Context: an optimization exercise on an open-source flow, tuned for small area and few clock cycles per item. The choices shown serve that exercise and are no tape-out recipe.
No run shown here included a check of the RTL's function; only the layout flow was run.

## flow/design.v (module list and top-level ports; edited modules follow where they fit)
// module hysl_add: 85 lines
// module hysl_front: 1287 lines
// module hysl_back: 1019 lines
// module heading_yaw_slew_limiter: 91 lines
module heading_yaw_slew_limiter (
    input  logic                               clk,
    input  logic                               rst_n,
    input  logic                               cfg_we,
    input  logic [hysl_pkg::CFG_IDX_W-1:0]     cfg_index,
    input  logic [hysl_pkg::CFG_DATA_W-1:0]    cfg_data,
    input  logic                               point_valid,
    output logic                               point_ready,
    input  logic signed [31:0]                 point_pos_x,
    input  logic signed [31:0]                 point_pos_y,
    input  logic signed [15:0]                 point_vel_x,
    input  logic signed [15:0]                 point_vel_y,
    output logic                               cmd_valid,
    input  logic                               cmd_ready,
    output logic signed [31:0]                 cmd_x,
    output logic signed [31:0]                 cmd_y,
    output logic        [30:0]                 cmd_z,
    output logic signed [15:0]                 cmd_yaw,
    output logic signed [15:0]                 cmd_yaw_rate
);
  // ...
==> flow/flow/run.sh <==
#!/bin/bash
# Own layout flow: the standard synthesis, then the combinational logic
# between the registers re-mapped by ABC for delay (registers untouched: same
# instances, names and cell types; the full adders of the carry-save trees are
# kept as they are), then the standard layout from that netlist. Each
# tool's output goes to a log file of its own in this folder.
set -euo pipefail
WORK=$(pwd)
FLOW_DIR=$WORK/flow
RES=$WORK/orfs/results/$FLOW_PLATFORM/heading_yaw_slew_limiter/base
LIB=$FLOW_HOME/platforms/$FLOW_PLATFORM/lib/sky130_fd_sc_hd__tt_025C_1v80.lib
YOSYS=$FLOW_HOME/../tools/install/yosys/bin/yosys
[[ -x $YOSYS ]] || YOSYS=$(command -v yosys)

bash standard.sh synth > $WORK/flow_1_synth.log 2>&1
cp $RES/1_2_yosys.v $WORK/standard_netlist.v

# 2. re-map the logic between the registers for delay
python3 $FLOW_DIR/keepfa.py $WORK/standard_netlist.v $WORK/marked_netlist.v \
    $WORK/keep_stub.v 2 > $WORK/flow_2_keepfa.log 2>&1
SEQ=$(grep -oE 'cell *\("?sky130_fd_sc_hd__[a-z0-9_]*' $LIB | sed 's/cell *("*//' \
      | grep -E '__(df|dl|edf|sdf|sed|sdl|lpflow|einv|ebuf|conb|tap|fill|decap|diode|probe|clkdly|dlygate)' \
      | sort -u | tr '\n' ' ')
DONT=$(grep -oE 'cell *\("?sky130_fd_sc_hd__[a-z0-9_]*' $LIB | sed 's/cell *("*//' \
      | grep -E '__(lpflow|probe)' | sort -u | sed 's/^/-dont_use /' | tr '\n' ' ')
DELAY=$(cat $FLOW_DIR/abc_delay_ps)
sed "s/@D@/$DELAY/g" $FLOW_DIR/resyn.abc > $WORK/resyn.abc
$YOSYS -l $WORK/flow_3_resyn.log -p "
read_liberty -ignore_miss_func $LIB;
blackbox $SEQ;
read_verilog -lib $WORK/keep_stub.v;
read_verilog $WORK/marked_netlist.v;
hierarchy -top $FLOW_TOP;
flatten;
opt_clean;
abc -liberty $LIB $DONT -script $WORK/resyn.abc;
splitnets;
opt_clean -purge;
hilomap -singleton -hicell sky130_fd_sc_hd__conb_1 HI -locell sky130_fd_sc_hd__conb_1 LO;
insbuf -buf sky130_fd_sc_hd__buf_4 A X;
write_verilog -noexpr -noattr -nohex -nodec $WORK/resyn_marked.v;
tee -o $WORK/resyn_stat.txt stat -liberty $LIB
" > /dev/null
sed 's/hyslkeep_//' $WORK/resyn_marked.v > $WORK/resyn_netlist.v
cp $WORK/resyn_netlist.v $RES/1_2_yosys.v
touch $RES/1_2_yosys.v

# 3. the standard layout from the re-mapped netlist (ports buffered as the
#    standard flow does, with the buffer cell named in port_buffer if any)
if [[ -s $FLOW_DIR/port_buffer ]]; then
  export BUFFER_PORTS_ARGS="-buffer_cell $(cat $FLOW_DIR/port_buffer)"
fi
bash standard.sh > $WORK/flow_4_layout.log 2>&1
==> flow/flow/abc_delay_ps <==
10000
==> flow/flow/keepfa.py <==
#!/usr/bin/env python3
"""Marks the full adders of carry-save trees in a netlist so that the logic
re-mapping keeps them: an fa cell is kept when its carry output drives at most
MAXFO loads. Kept cells get the type prefix hyslkeep_ (removed afterwards).
usage: keepfa.py in.v out.v stub.v [MAXFO]"""
import re, sys, collections
src, dst, stub = sys.argv[1:4]
maxfo = int(sys.argv[4]) if len(sys.argv) > 4 else 2
txt = open(src).read()
inst_re = re.compile(r'^(\s*)(sky130_fd_sc_hd__\w+)\s+(\S+)\s*\((.*?)\);', re.S | re.M)
conn_re = re.compile(r'\.(\w+)\(\s*([^()]*?)\s*\)')
use = collections.Counter()
insts = []
for m in inst_re.finditer(txt):
    conns = conn_re.findall(m.group(4))
    insts.append((m, conns))
    for pin, net in conns:
        use[net] += 1
kept = set()
types = set()
for m, conns in insts:
    if re.match(r'sky130_fd_sc_hd__fa_\d+$', m.group(2)):
        d = dict(conns)
        if use[d.get('COUT', '')] - 1 <= maxfo:
            kept.add(m.start(2))
            types.add(m.group(2))
out = []
last = 0
for pos in sorted(kept):
    out.append(txt[last:pos]); out.append('hyslkeep_'); last = pos
out.append(txt[last:])
open(dst, 'w').write(''.join(out))
with open(stub, 'w') as f:
    for t in sorted(types):
        f.write(f"module hyslkeep_{t}(A, B, CIN, COUT, SUM);\n  input A, B, CIN;\n  output COUT, SUM;\nendmodule\n")
print(f"kept {len(kept)} of {sum(1 for m, c in insts if m.group(2).startswith('sky130_fd_sc_hd__fa_'))} full adders")
==> flow/flow/port_buffer <==
sky130_fd_sc_hd__buf_1
==> flow/flow/resyn.abc <==
strash
dch
map -D @D@
topo
buffer
upsize -D @D@
dnsize -D @D@
==> flow/standard.sh <==
#!/bin/bash
# synth_recipe.tcl (not shown) runs the flow's synth.tcl, then flattens the netlist and writes it again
# the make line also repeats each setting of config.mk as NAME=value (left out here)
make -C /OpenROAD-flow-scripts/flow DESIGN_CONFIG=/design/flow/config.mk WORK_HOME=/design/flow/orfs CLKGATE_MAP_FILE= SYNTH_SCRIPT=/design/flow/synth_recipe.tcl "${@:-finish}"
==> flow/config.mk <==
export PLATFORM = sky130hd
export DESIGN_NAME = heading_yaw_slew_limiter
export DESIGN_NICKNAME = heading_yaw_slew_limiter
export VERILOG_FILES = /design/flow/design.v
export SDC_FILE = /design/flow/constraint.sdc
export NUM_CORES = 4
export LEC_CHECK = 0
export CAP_MARGIN = 20
export CORE_MARGIN = 2
export CORE_UTILIZATION = 40
export GPL_TIMING_DRIVEN = 0
export SLEW_MARGIN = 20
==> flow/constraint.sdc <==
create_clock -name core_clock -period 14.0 [get_ports {clk}]
set_input_delay 2.8000 -clock core_clock [delete_from_list [all_inputs] [get_ports {clk}]]
set_output_delay 2.8000 -clock core_clock [all_outputs]
set_load 0.01 [all_outputs]
==> run notes, run 1 <==
* Worst r2r path cells at around 100
* Layout Check Failures: negative setup slack
* WP data arrival at 15,900 ps
* DRC viols at 0
* IO buf count at roughly 260
* H-tree lvl count at 2
* Share of cells above drive strength 1 at 22.0%
* Crit. path cell count at 104
* Design Area, Final at 71,100 sq um
* Endpoints failing setup at 17
* Crit-path most repeated cell: nand2_2
* Vias in the first global route at between 50k and 60k
* Met2 global-route usage at between 40 and 50%
* Inverters at between 1k and 1.5k
* Unrepaired setup endpoints after global routing: true
* Startpoint of the worst hold path: u_front.px_r9[5]
* Commonest non-fill, non-tap cell in the layout: nand2_1
* Flop2flop setup slack at -1510 ps
* CTS tree: yes
* Max_slew headroom at roughly 36%
* Antenna cells at 0
* Status: complete, but fails checks
* Hold Path End: u_front.px_rz[5]
* Hold WS at between 400 and 500 ps
* RR Startpoint: u_front.u_r9[17]
* Worst path slowest cell: edfxtp_1
* PostCTS Resize Cnt at 474
* Post-Layout Cell Count at 10.4k
* Critical Path End Type: flop
* Tap Count at 1,876
* Setup WS post-layout at -1510 ps
* Seq. cell area at ~13,000 sq um
* Dpl cells at slightly below 10k
* Hold depth at 0
* Clock-cell share at 2.52%
* DP HPWL at 138,000 um
* First-pass GRT wire length at ~270,000 um
* Critical path endpoint: u_front.aim_rz[12]
* Startpoint types: flop
==> run 2, diff against run 1 <==
--- a/flow/design.v
+++ b/flow/design.v
@@ -592,32 +592,31 @@
     logic [23:0] xs_2;
     logic [23:0] u_2;
     logic d3;
     logic [24:0] us_3;
     logic [24:0] cx_3;
     logic c_3;
     logic [22:0] xs_3;
     logic [22:0] u_3;
+    logic [24:0] cx_r3;
+    logic d02_r3;
+    logic d03_r3;
+    logic [31:0] px_r3;
+    logic [31:0] py_r3;
+    logic sl_r3;
+    logic [22:0] u_r3;
+    logic vl_r3;
+    logic [1:0] zc_r3;
     logic d4;
     logic [24:0] us_4;
     logic [24:0] cx_4;
     logic c_4;
     logic [21:0] xs_4;
     logic [21:0] u_4;
-    logic [24:0] cx_r4;
-    logic d02_r4;
-    logic d03_r4;
-    logic d04_r4;
-    logic [31:0] px_r4;
-    logic [31:0] py_r4;
-    logic sl_r4;
-    logic [21:0] u_r4;
-    logic vl_r4;
-    logic [1:0] zc_r4;
     logic d5;
     logic [24:0] us_5;
     logic [24:0] cx_5;
     logic c_5;
     logic [21:0] xs_5;
     logic [21:0] u_5;
     logic d6;
     logic [24:0] us_6;
@@ -626,55 +625,70 @@
     logic [20:0] xs_6;
     logic [20:0] u_6;
     logic d7;
     logic [24:0] us_7;
     logic [24:0] cx_7;
     logic c_7;
     logic [19:0] xs_7;
     logic [19:0] u_7;
+    logic [24:0] cx_r7;
+    logic d02_r7;
+    logic d03_r7;
+    logic d04_r7;
+    logic d05_r7;
+    logic d06_r7;
+    logic d07_r7;
+    logic [31:0] px_r7;
+    logic [31:0] py_r7;
+    logic sl_r7;
+    logic [19:0] u_r7;
+    logic vl_r7;
+    logic [1:0] zc_r7;
     logic d8;
     logic [24:0] us_8;
     logic [24:0] cx_8;
     logic c_8;
     logic [18:0] xs_8;
     logic [18:0] u_8;
     logic d9;
     logic [24:0] us_9;
     logic [24:0] cx_9;
     logic c_9;
     logic [17:0] xs_9;
     logic [17:0] u_9;
-    logic [24:0] cx_r9;
-    logic d02_r9;
-    logic d03_r9;
-    logic d04_r9;
-    logic d05_r9;
-    logic d06_r9;
-    logic d07_r9;
-    logic d08_r9;
-    logic d09_r9;
-    logic [31:0] px_r9;
-    logic [31:0] py_r9;
-    logic sl_r9;
-    logic [17:0] u_r9;
-    logic vl_r9;
-    logic [1:0] zc_r9;
     logic d10;
     logic [24:0] us_10;
     logic [24:0] cx_10;
     logic c_10;
     logic [16:0] xs_10;
     logic [16:0] u_10;
     logic d11;
     logic [24:0] us_11;
     logic [24:0] cx_11;
     logic c_11;
     logic [15:0] xs_11;
     logic [15:0] u_11;
+    logic [24:0] cx_r11;
+    logic d02_r11;
+    logic d03_r11;
+    logic d04_r11;
+    logic d05_r11;
+    logic d06_r11;
+    logic d07_r11;
+    logic d08_r11;
+    logic d09_r11;
+    logic d10_r11;
+    logic d11_r11;
+    logic [31:0] px_r11;
+    logic [31:0] py_r11;
+    logic sl_r11;
+    logic [15:0] u_r11;
+    logic vl_r11;
+    logic [1:0] zc_r11;
     logic d12;
     logic [24:0] us_12;
     logic [24:0] cx_12;
     logic c_12;
     logic [14:0] xs_12;
     logic [14:0] u_12;
     logic d13;
     logic [24:0] us_13;
@@ -1181,83 +1195,83 @@
     assign xs_2 = cx_1[24:1];
     hysl_add #(24, 0) u_u_2 (.a(u_1[23:0]), .b(xs_2 ^ {24{d2}}), .ci(d2), .y(u_2));
     assign d3 = !u_2[23];
     assign us_3 = {{3{u_2[23]}}, u_2[23:2]};
     assign c_3 = &u_2[1:0];
     hysl_add #(25, 0) u_cx_3 (.a(cx_2), .b(us_3 ^ {25{!d3}}), .ci(!(d3 ^ c_3)), .y(cx_3));
     assign xs_3 = cx_2[24:2];
     hysl_add #(23, 0) u_u_3 (.a(u_2[22:0]), .b(xs_3 ^ {23{d3}}), .ci(d3), .y(u_3));
-    assign d4 = !u_3[22];
-    assign us_4 = {{5{u_3[22]}}, u_3[22:3]};
-    assign c_4 = &u_3[2:0];
-    hysl_add #(25, 0) u_cx_4 (.a(cx_3), .b(us_4 ^ {25{!d4}}), .ci(!(d4 ^ c_4)), .y(cx_4));
-    assign xs_4 = cx_3[24:3];
-    hysl_add #(22, 0) u_u_4 (.a(u_3[21:0]), .b(xs_4 ^ {22{d4}}), .ci(d4), .y(u_4));
-    assign d5 = !u_r4[21];
-    assign us_5 = {{7{u_r4[21]}}, u_r4[21:4]};
-    assign c_5 = &u_r4[3:0];
-    hysl_add #(25, 0) u_cx_5 (.a(cx_r4), .b(us_5 ^ {25{!d5}}), .ci(!(d5 ^ c_5)), .y(cx_5));
-    assign xs_5 = {1'd0, cx_r4[24:4]};
-    hysl_add #(22, 0) u_u_5 (.a(u_r4[21:0]), .b(xs_5 ^ {22{d5}}), .ci(d5), .y(u_5));
+    assign d4 = !u_r3[22];
+    assign us_4 = {{5{u_r3[22]}}, u_r3[22:3]};
+    assign c_4 = &u_r3[2:0];
+    hysl_add #(25, 0) u_cx_4 (.a(cx_r3), .b(us_4 ^ {25{!d4}}), .ci(!(d4 ^ c_4)), .y(cx_4));
+    assign xs_4 = cx_r3[24:3];
+    hysl_add #(22, 0) u_u_4 (.a(u_r3[21:0]), .b(xs_4 ^ {22{d4}}), .ci(d4), .y(u_4));
+    assign d5 = !u_4[21];
+    assign us_5 = {{7{u_4[21]}}, u_4[21:4]};
+    assign c_5 = &u_4[3:0];
+    hysl_add #(25, 0) u_cx_5 (.a(cx_4), .b(us_5 ^ {25{!d5}}), .ci(!(d5 ^ c_5)), .y(cx_5));
+    assign xs_5 = {1'd0, cx_4[24:4]};
+    hysl_add #(22, 0) u_u_5 (.a(u_4[21:0]), .b(xs_5 ^ {22{d5}}), .ci(d5), .y(u_5));
     assign d6 = !u_5[21];
     assign us_6 = {{8{u_5[21]}}, u_5[21:5]};
     assign c_6 = &u_5[4:0];
     hysl_add #(25, 0) u_cx_6 (.a(cx_5), .b(us_6 ^ {25{!d6}}), .ci(!(d6 ^ c_6)), .y(cx_6));
     assign xs_6 = {1'd0, cx_5[24:5]};
     hysl_add #(21, 0) u_u_6 (.a(u_5[20:0]), .b(xs_6 ^ {21{d6}}), .ci(d6), .y(u_6));
     assign d7 = !u_6[20];
     assign us_7 = {{10{u_6[20]}}, u_6[20:6]};
     assign c_7 = &u_6[5:0];
     hysl_add #(25, 0) u_cx_7 (.a(cx_6), .b(us_7 ^ {25{!d7}}), .ci(!(d7 ^ c_7)), .y(cx_7));
     assign xs_7 = {1'd0, cx_6[24:6]};
     hysl_add #(20, 0) u_u_7 (.a(u_6[19:0]), .b(xs_7 ^ {20{d7}}), .ci(d7), .y(u_7));
-    assign d8 = !u_7[19];
-    assign us_8 = {{12{u_7[19]}}, u_7[19:7]};
-    assign c_8 = &u_7[6:0];
-    hysl_add #(25, 0) u_cx_8 (.a(cx_7), .b(us_8 ^ {25{!d8}}), .ci(!(d8 ^ c_8)), .y(cx_8));
-    assign xs_8 = {1'd0, cx_7[24:7]};
-    hysl_add #(19, 0) u_u_8 (.a(u_7[18:0]), .b(xs_8 ^ {19{d8}}), .ci(d8), .y(u_8));
+    assign d8 = !u_r7[19];
+    assign us_8 = {{12{u_r7[19]}}, u_r7[19:7]};
+    assign c_8 = &u_r7[6:0];
+    hysl_add #(25, 0) u_cx_8 (.a(cx_r7), .b(us_8 ^ {25{!d8}}), .ci(!(d8 ^ c_8)), .y(cx_8));
+    assign xs_8 = {1'd0, cx_r7[24:7]};
+    hysl_add #(19, 0) u_u_8 (.a(u_r7[18:0]), .b(xs_8 ^ {19{d8}}), .ci(d8), .y(u_8));
     assign d9 = !u_8[18];
     assign us_9 = {{14{u_8[18]}}, u_8[18:8]};
     assign c_9 = &u_8[7:0];
     hysl_add #(25, 0) u_cx_9 (.a(cx_8), .b(us_9 ^ {25{!d9}}), .ci(!(d9 ^ c_9)), .y(cx_9));
     assign xs_9 = {1'd0, cx_8[24:8]};
     hysl_add #(18, 0) u_u_9 (.a(u_8[17:0]), .b(xs_9 ^ {18{d9}}), .ci(d9), .y(u_9));
-    assign d10 = !u_r9[17];
-    assign us_10 = {{16{u_r9[17]}}, u_r9[17:9]};
-    assign c_10 = &u_r9[8:0];
-    hysl_add #(25, 0) u_cx_10 (.a(cx_r9), .b(us_10 ^ {25{!d10}}), .ci(!(d10 ^ c_10)), .y(cx_10));
-    assign xs_10 = {1'd0, cx_r9[24:9]};
-    hysl_add #(17, 0) u_u_10 (.a(u_r9[16:0]), .b(xs_10 ^ {17{d10}}), .ci(d10), .y(u_10));
+    assign d10 = !u_9[17];
+    assign us_10 = {{16{u_9[17]}}, u_9[17:9]};
+    assign c_10 = &u_9[8:0];
+    hysl_add #(25, 0) u_cx_10 (.a(cx_9), .b(us_10 ^ {25{!d10}}), .ci(!(d10 ^ c_10)), .y(cx_10));
+    assign xs_10 = {1'd0, cx_9[24:9]};
+    hysl_add #(17, 0) u_u_10 (.a(u_9[16:0]), .b(xs_10 ^ {17{d10}}), .ci(d10), .y(u_10));
     assign d11 = !u_10[16];
     assign us_11 = {{18{u_10[16]}}, u_10[16:10]};
     assign c_11 = &u_10[9:0];
     hysl_add #(25, 0) u_cx_11 (.a(cx_10), .b(us_11 ^ {25{!d11}}), .ci(!(d11 ^ c_11)), .y(cx_11));
     assign xs_11 = {1'd0, cx_10[24:10]};
     hysl_add #(16, 0) u_u_11 (.a(u_10[15:0]), .b(xs_11 ^ {16{d11}}), .ci(d11), .y(u_11));
-    assign d12 = !u_11[15];
-    assign us_12 = {{20{u_11[15]}}, u_11[15:11]};
-    assign c_12 = &u_11[10:0];
-    hysl_add #(25, 0) u_cx_12 (.a(cx_11), .b(us_12 ^ {25{!d12}}), .ci(!(d12 ^ c_12)), .y(cx_12));
-    assign xs_12 = {1'd0, cx_11[24:11]};
-    hysl_add #(15, 0) u_u_12 (.a(u_11[14:0]), .b(xs_12 ^ {15{d12}}), .ci(d12), .y(u_12));
+    assign d12 = !u_r11[15];
+    assign us_12 = {{20{u_r11[15]}}, u_r11[15:11]};
+    assign c_12 = &u_r11[10:0];
+    hysl_add #(25, 0) u_cx_12 (.a(cx_r11), .b(us_12 ^ {25{!d12}}), .ci(!(d12 ^ c_12)), .y(cx_12));
+    assign xs_12 = {1'd0, cx_r11[24:11]};
+    hysl_add #(15, 0) u_u_12 (.a(u_r11[14:0]), .b(xs_12 ^ {15{d12}}), .ci(d12), .y(u_12));
     assign d13 = !u_12[14];
     assign us_13 = {{22{u_12[14]}}, u_12[14:12]};
     assign c_13 = &u_12[11:0];
     hysl_add #(25, 0) u_cx_13 (.a(cx_12), .b(us_13 ^ {25{!d13}}), .ci(!(d13 ^ c_13)), .y(cx_13));
     assign xs_13 = {1'd0, cx_12[24:12]};
     hysl_add #(14, 0) u_u_13 (.a(u_12[13:0]), .b(xs_13 ^ {14{d13}}), .ci(d13), .y(u_13));
     assign d14 = !u_13[13];
     assign xs_14 = {1'd0, cx_13[24:13]};
     hysl_add #(13, 0) u_u_14 (.a(u_13[12:0]), .b(xs_14 ^ {13{d14}}), .ci(d14), .y(u_14));
     assign d15 = !u_14[12];
     always_comb
     begin
-        unique case ({zc_r9, d02_r9, d03_r9, d04_r9, d05_r9})
+        unique case ({zc_r11, d02_r11, d03_r11, d04_r11, d05_r11})
             6'd0: e_tab = 16'hfa7b;
             6'd1: e_tab = 16'hfe79;
             6'd2: e_tab = 16'h0271;
             6'd3: e_tab = 16'h066f;
             6'd4: e_tab = 16'h0a29;
             6'd5: e_tab = 16'h0e27;
             6'd6: e_tab = 16'h121f;
             6'd7: e_tab = 16'h161d;
@@ -1315,72 +1329,87 @@
             6'd59: e_tab = 16'hbf93;
             6'd60: e_tab = 16'hc34d;
             6'd61: e_tab = 16'hc74b;
             6'd62: e_tab = 16'hcb43;
             6'd63: e_tab = 16'hcf41;
             default: e_tab = 16'h0000;
         endcase
     end
-    hysl_add #(16) u_e9 (.a(e_tab), .b({6'd0, d06_r9, d07_r9, d08_r9, d09_r9, 6'd0}), .ci(1'b0), .y(e9));
+    hysl_add #(16) u_e9 (.a(e_tab), .b({6'd0, d06_r11, d07_r11, d08_r11, d09_r11, 6'd0}), .ci(1'b0), .y(e9));
     assign e9m = e9 - 16'd51472;
     assign e9p = e9 + 16'd51472;
     assign dhi = 17'sd25737 - {e9[15], e9};
     assign dlo = -17'sd25736 - {e9[15], e9};
-    assign g = {1'b0, d10, d11, d12, d13, d14, 1'b0} + {5'd0, d15, 1'b0};
+    assign g = {1'b0, d10_r11, d11_r11, d12, d13, d14, 1'b0} + {5'd0, d15, 1'b0};
     assign z_hi = $signed(dhi) <= 17'sd0 || ($signed(dhi) <= 17'sd64 && g >= dhi[6:0]);
     assign z_lo = $signed(dlo) >= 17'sd64 || ($signed(dlo) >= 17'sd0 && g <= dlo[6:0]);
     assign zbase = z_hi ? e9m : (z_lo ? e9p : e9);
     hysl_add #(16) u_z (.a(zbase), .b({9'd0, g}), .ci(1'b0), .y(aim_0));
     always_ff @(posedge clk or negedge rst_n)
     begin
         if (!rst_n)
         begin
-            vl_r4 <= 1'b0;
-            vl_r9 <= 1'b0;
+            vl_r3 <= 1'b0;
+            vl_r7 <= 1'b0;
+            vl_r11 <= 1'b0;
             vl_rz <= 1'b0;
         end
         else if (en)
         begin
-            vl_r4 <= point_valid;
-            vl_r9 <= vl_r4;
-            vl_rz <= vl_r9;
+            vl_r3 <= point_valid;
+            vl_r7 <= vl_r3;
+            vl_r11 <= vl_r7;
+            vl_rz <= vl_r11;
         end
     end
     always_ff @(posedge clk)
     begin
         if (en)
         begin
-            cx_r4 <= cx_4;
-            d02_r4 <= d2;
-            d03_r4 <= d3;
-            d04_r4 <= d4;
-            px_r4 <= point_pos_x;
-            py_r4 <= point_pos_y;
-            sl_r4 <= slow_0;
-            u_r4 <= u_4;
-            zc_r4 <= zc;
-            cx_r9 <= cx_9;
-            d02_r9 <= d02_r4;
-            d03_r9 <= d03_r4;
-            d04_r9 <= d04_r4;
-            d05_r9 <= d5;
-            d06_r9 <= d6;
-            d07_r9 <= d7;
-            d08_r9 <= d8;
-            d09_r9 <= d9;
-            px_r9 <= px_r4;
-            py_r9 <= py_r4;
-            sl_r9 <= sl_r4;
-            u_r9 <= u_9;
-            zc_r9 <= zc_r4;
+            cx_r3 <= cx_3;
+            d02_r3 <= d2;
+            d03_r3 <= d3;
+            px_r3 <= point_pos_x;
+            py_r3 <= point_pos_y;
+            sl_r3 <= slow_0;
+            u_r3 <= u_3;
+            zc_r3 <= zc;
+            cx_r7 <= cx_7;
+            d02_r7 <= d02_r3;
+            d03_r7 <= d03_r3;
+            d04_r7 <= d4;
+            d05_r7 <= d5;
+            d06_r7 <= d6;
+            d07_r7 <= d7;
+            px_r7 <= px_r3;
+            py_r7 <= py_r3;
+            sl_r7 <= sl_r3;
+            u_r7 <= u_7;
+            zc_r7 <= zc_r3;
+            cx_r11 <= cx_11;
+            d02_r11 <= d02_r7;
+            d03_r11 <= d03_r7;
+            d04_r11 <= d04_r7;
+            d05_r11 <= d05_r7;
+            d06_r11 <= d06_r7;
+            d07_r11 <= d07_r7;
+            d08_r11 <= d8;
+            d09_r11 <= d9;
+            d10_r11 <= d10;
+            d11_r11 <= d11;
+            px_r11 <= px_r7;
+            py_r11 <= py_r7;
+            sl_r11 <= sl_r7;
+            u_r11 <= u_11;
+            zc_r11 <= zc_r7;
             aim_rz <= aim_0;
-            px_rz <= px_r9;
-            py_rz <= py_r9;
-            sl_rz <= sl_r9;
+            px_rz <= px_r11;
+            py_rz <= py_r11;
+            sl_rz <= sl_r11;
         end
     end
     assign fr_valid = vl_rz;
     assign fr_pos_x = px_rz;
     assign fr_pos_y = py_rz;
     assign fr_slow  = sl_rz;
     assign fr_aim   = aim_rz;
 endmodule
==> flow/run.sh (new file) <==
#!/bin/bash
# synth_recipe.tcl (not shown) runs the flow's synth.tcl, then flattens the netlist and writes it again
# the make line also repeats each setting of config.mk as NAME=value (left out here)
make -C /OpenROAD-flow-scripts/flow DESIGN_CONFIG=/design/flow/config.mk WORK_HOME=/design/flow/orfs CLKGATE_MAP_FILE= SYNTH_SCRIPT=/design/flow/synth_recipe.tcl finish
==> flow/config.mk (replaced) <==
export PLATFORM = sky130hd
export DESIGN_NAME = heading_yaw_slew_limiter
export DESIGN_NICKNAME = heading_yaw_slew_limiter
export VERILOG_FILES = /design/flow/design.v
export SDC_FILE = /design/flow/constraint.sdc
export NUM_CORES = 4
export LEC_CHECK = 0
export ABC_AREA = 1
export CAP_MARGIN = 20
export CORE_MARGIN = 2
export CORE_UTILIZATION = 50
export CTS_CLUSTER_DIAMETER = 60
export CTS_CLUSTER_SIZE = 30
export SLEW_MARGIN = 20
removed: flow/flow/run.sh
removed: flow/flow/abc_delay_ps
removed: flow/flow/keepfa.py
removed: flow/flow/port_buffer
removed: flow/flow/resyn.abc
removed: flow/standard.sh
==> run 2 against run 1 <==
The run now finishes clean; fmax grew 16%; setup slack better by 2200 ps; first-iteration DRC count fell by 22%; synthesized cell count decreased by 5.0%; critical endpoint is now cmd_yaw[15]; highest routed layer is now met4.
==> run notes, run 2 <==
* Max_slew headroom at 17.3% (was 35.7%)
* Yosys reg bits at between 500 and 600
* Critical Path End Type: output port (was flop)
* CTS tree: yes (unchanged)
* Vias in the first global route at 46.7k (was 50.6k)
* Yosys top cell area share at about a fifth
* Flop2flop setup slack at 1800 ps (was -1510 ps)
* Commonest cells in the synthesized netlist: 1,325 x nand2_1, 1,304 x inv_1, 611 x ha_1
* Dpl cells at 8,992 (was 9,719)
* WP data arrival at 10,540 ps (was 15,900 ps)
* Hold WS at 404 ps (was 413 ps)
* Startpoint types: flop (unchanged)
* IO buf count at 264 (unchanged)
* Slowest stage delay, CP at 580 ps (was 470 ps)
* Count of final hold-check violations at 0 (unchanged)
* Number of flops mapped to enable cells by yosys at 423
* Hold Path End: u_front.py_r7[4] (was u_front.px_rz[5])
* Buffer and inverter count on the worst path at 8 (was 11)
* Worst slack, placed at 564 ps (was -3140 ps)
* # Max-Cap Violations at 0 (unchanged)
* Hold depth at 0 (unchanged)
* Clk_skew at 45.6 ps (was 58.1 ps)
* Final Max Tran Viols at 0 (unchanged)
* Die ar. at 126,000 sq um (was 144,000 sq um)
* Sequential fraction of the synthesis area at 27.0%
* Endpoints failing setup at 0 (was 17)
* DP HPWL at 126,000 um (was 138,000 um)
* FF-to-FF End: u_front.cx_r11[24] (was u_front.aim_rz[12])
* Row cnt at 128 (was 137)
* Setup WS post-layout at 663 ps (was -1510 ps)
* Min Tclk post-route at 13,340 ps (was 15,510 ps)
* Yosys cell types at 86
* Synthesis-to-finish area growth at 11.5% (was 26.4%)
* Detail Route Antenna Nets at 0 (unchanged)
* WS Path Type: reg2out (was reg2reg)
* Worst path slowest cell: fa_1 (was edfxtp_1)
* Most frequent cells in the layout: 1,322 x nand2_1, 1,299 x inv_1, 611 x ha_1 (was 1,263 x nand2_1, 1,213 x nor2_1, 1,213 x inv_1)
* Worst r2r path cells at 71 (was 104)
* Share of cells above drive strength 1 at 6.28% (was 22.0%)
* First-pass GRT wire length at 251,000 um (was 272,000 um)
* Syn. warnings at 57 (unchanged)
* Least-Margin Pin Slew at 1240 ps (was 964 ps)
* Ys flop type: edfxtp_1
* Largest net degree at the start of global routing at 173 (was 114)
* Main area contributors after synthesis: edfxtp_1 21%, fa_1 17%, ha_1 12%
* Synth Area per Inst at 8.59 sq um (was 7.44 sq um)
* Average wire per standard cell at 17.1 um (was 17.2 um)
* Drt initial violations at 2,817 (was 3,609)
* Core ar. at 122,000 sq um (was 140,000 sq um)
* RR Startpoint: u_front.u_r7[19] (was u_front.u_r9[17])
* FFs w/ async S/R, synth at 24.9%
* Die H at 355 um (was 379 um)
* DRC viols at 0 (unchanged)
* Total GRT Usage at 25.2% (was 23.9%)
* Clock sink total at 583 (was 470)
* Mapped cell area at 61,700 sq um (was 56,200 sq um)
* Die W at 355 um (was 379 um)
* Commonest non-fill, non-tap cell in the layout: nand2_1 (unchanged)
* TritonCTS Buffers at 66 (was 53)
* Startpoint of the worst hold path: u_front.py_r3[4] (was u_front.px_r9[5])
* Reg clk slew, reported paths at 80 ps (was 60 ps)
* DR vias at 46.4k (was 52.5k)
* F_max at 75.0 MHz (was 64.5 MHz)
* Worst hold path class: reg2reg (unchanged)
* Final period util at 95.3% (was 111%)
* Cell family with most CP delay: compound AO/OA/AOI/OAI gates (was simple AND/OR/NAND/NOR gates)
* GP Congestion at 0.936 (was 0.925)
* Skew-Pair Late Insertion Delay at 690 ps (was 660 ps)
* Syn Inst Count at 7,186 (was 7,564)
* Status: no timing/DRC/antenna violations (was complete, but fails checks)
* Top-count cell post-synth: nand2_1
* Setup TNS at 0 ps (was -17,080 ps)
* Cell taking the most area after synthesis: edfxtp_1
* DR vias/cell at 5.09 (was 5.05)
* Fillers at 11.2k (was 13.4k)
* Clock Tree Buf Depth at 3 (unchanged)
* Post-Layout Cell Count at 9,126 (was 10.4k)
* Critical Path Fanout Max at 16 (was 7)
* Grt ovf at 0 (unchanged)
* Fin nets at 8,702 (was 9,110)
* WP data required at 11,200 ps (was 14,390 ps)
* H-tree lvl count at 3 (was 2)
* Effective utilization at floorplan at 50.5% (was 40.3%)
* Routed WL at 157,000 um (was 179,000 um)
* I/O Pins at 265 (unchanged)
* Antenna violations before repair at 7 (was 2)
* CTS Root Cell: clkbuf_16 (unchanged)
* Pre-Repair DR Iteration Count at 5 (was 8)
* CTS Hold Bufs at 0 (unchanged)
==> run 2: final cells by class <==
type                    instances  area (sq um)  share of cell area, %
repair inverters                2          15.0                 0.0218
clock buffers                  68          1680                   2.44
repair buffers                345          3270                   4.75
flip-flops and latches        583         16700                   24.2
clock inverters                53           654                  0.951
inverters                    1347          5080                   7.37
diodes                          2          5.00                0.00727
multi-input cells            5101         39400                   57.3
well taps                    1625          2030                   2.95
==> run 2: cell families after synthesis <==
kind of cell | count (synthesis) | synth area share (%)
and+or+nand+nor | 2443 | 16.8
xor gates and xnor gates | 767 | 11.0
muxes | 1 | 0.0162
adders and majority gates | 1120 | 28.9
other | 2 | 0.0122
AOI/OAI and AO/OA | 767 | 7.01
buffers and inverters | 1503 | 9.25
DFF | 583 | 27.0
==> run 2: per-stage QoR <==
stage                     instance area (sq um)  utilization (%)
after detailed placement                  66400             54.3
after CTS                                 68700             56.2
after global placement                    66400             54.3
after global routing                      68800             56.3
after floorplan                           61800                -
final                                     68800             56.3
==> run 2: worst reg2reg max path, delay by kind of cell, from the launching register on <==
kind | cells | cell delay [ps]
and+or+nand+nor | 45 | 6030
AOI/OAI and AO/OA | 12 | 1920
xor gates and xnor gates | 3 | 830
DFF | 1 | 570
adders and majority gates | 6 | 1680
buffers and inverters | 5 | 930
==> run 2: how the worst max path moves through the flow <==
stage	cells past startpoint	endpoint	start	slack, ps
finish	51	cmd_yaw[15]	u_front.sl_rz	660
global route	48	cmd_yaw[15]	u_front.sl_rz	-20
CTS	49	cmd_yaw[15]	u_front.sl_rz	100
detailed placement	49	cmd_yaw[15]	u_front.sl_rz	560
global placement	49	cmd_yaw[15]	u_front.sl_rz	870
floorplan	65	u_front.u_r3[22]	point_vel_y[15]	1750
==> run 2: layer usage <==
layer | share of wire [%] | track usage, %
met1 | 45 | 34.5
met2 | 47 | 42.0
met3 | 5.3 | 3.02
met4 | 2.4 | 7.06
met5 | 0 | 0
==> run 2: timing repair <==
action / 4_1_cts / 5_1_grt
cloned: 1 / 1
pin swaps: 0 / 1
gates resized for setup: 3 / 16
buffers inserted: 0 / 8
setup endpoints to repair: 2 / 15

==> port drivers added, routing unchanged <==
The flow's constraints put no driver on any port. The routed layouts listed below were extracted and timed again, unchanged, in two steps. Step 1: set_driving_cell puts a clkbuf_16 on clk and a buf_2 on each other input, an assumption about the parent block. Step 2 adds t to the input delays and takes it off the output delays; t is the mean of the earliest and latest rising clock arrival at the registers after step 1. Input paths then give back, and output paths get back, about the clock's delay inside the block. Slacks: ideal ports / drivers / drivers and shift; pairs: ideal ports / drivers.
| run | shift t [ns] | setup slack, ns | clock arrival spread, ns | worst register clock-pin slew, ns | worst slew at a driven data input, ns |
|---|---|---|---|---|---|
| run 1 | 0.709 | -1.509 / -1.509 / -1.509 | 0.060 / 0.059 | 0.07 / 0.07 | 0.15 |
| run 2 | 0.741 | 0.663 / 0.586 / 0.828 | 0.047 / 0.048 | 0.08 / 0.08 | 0.07 |
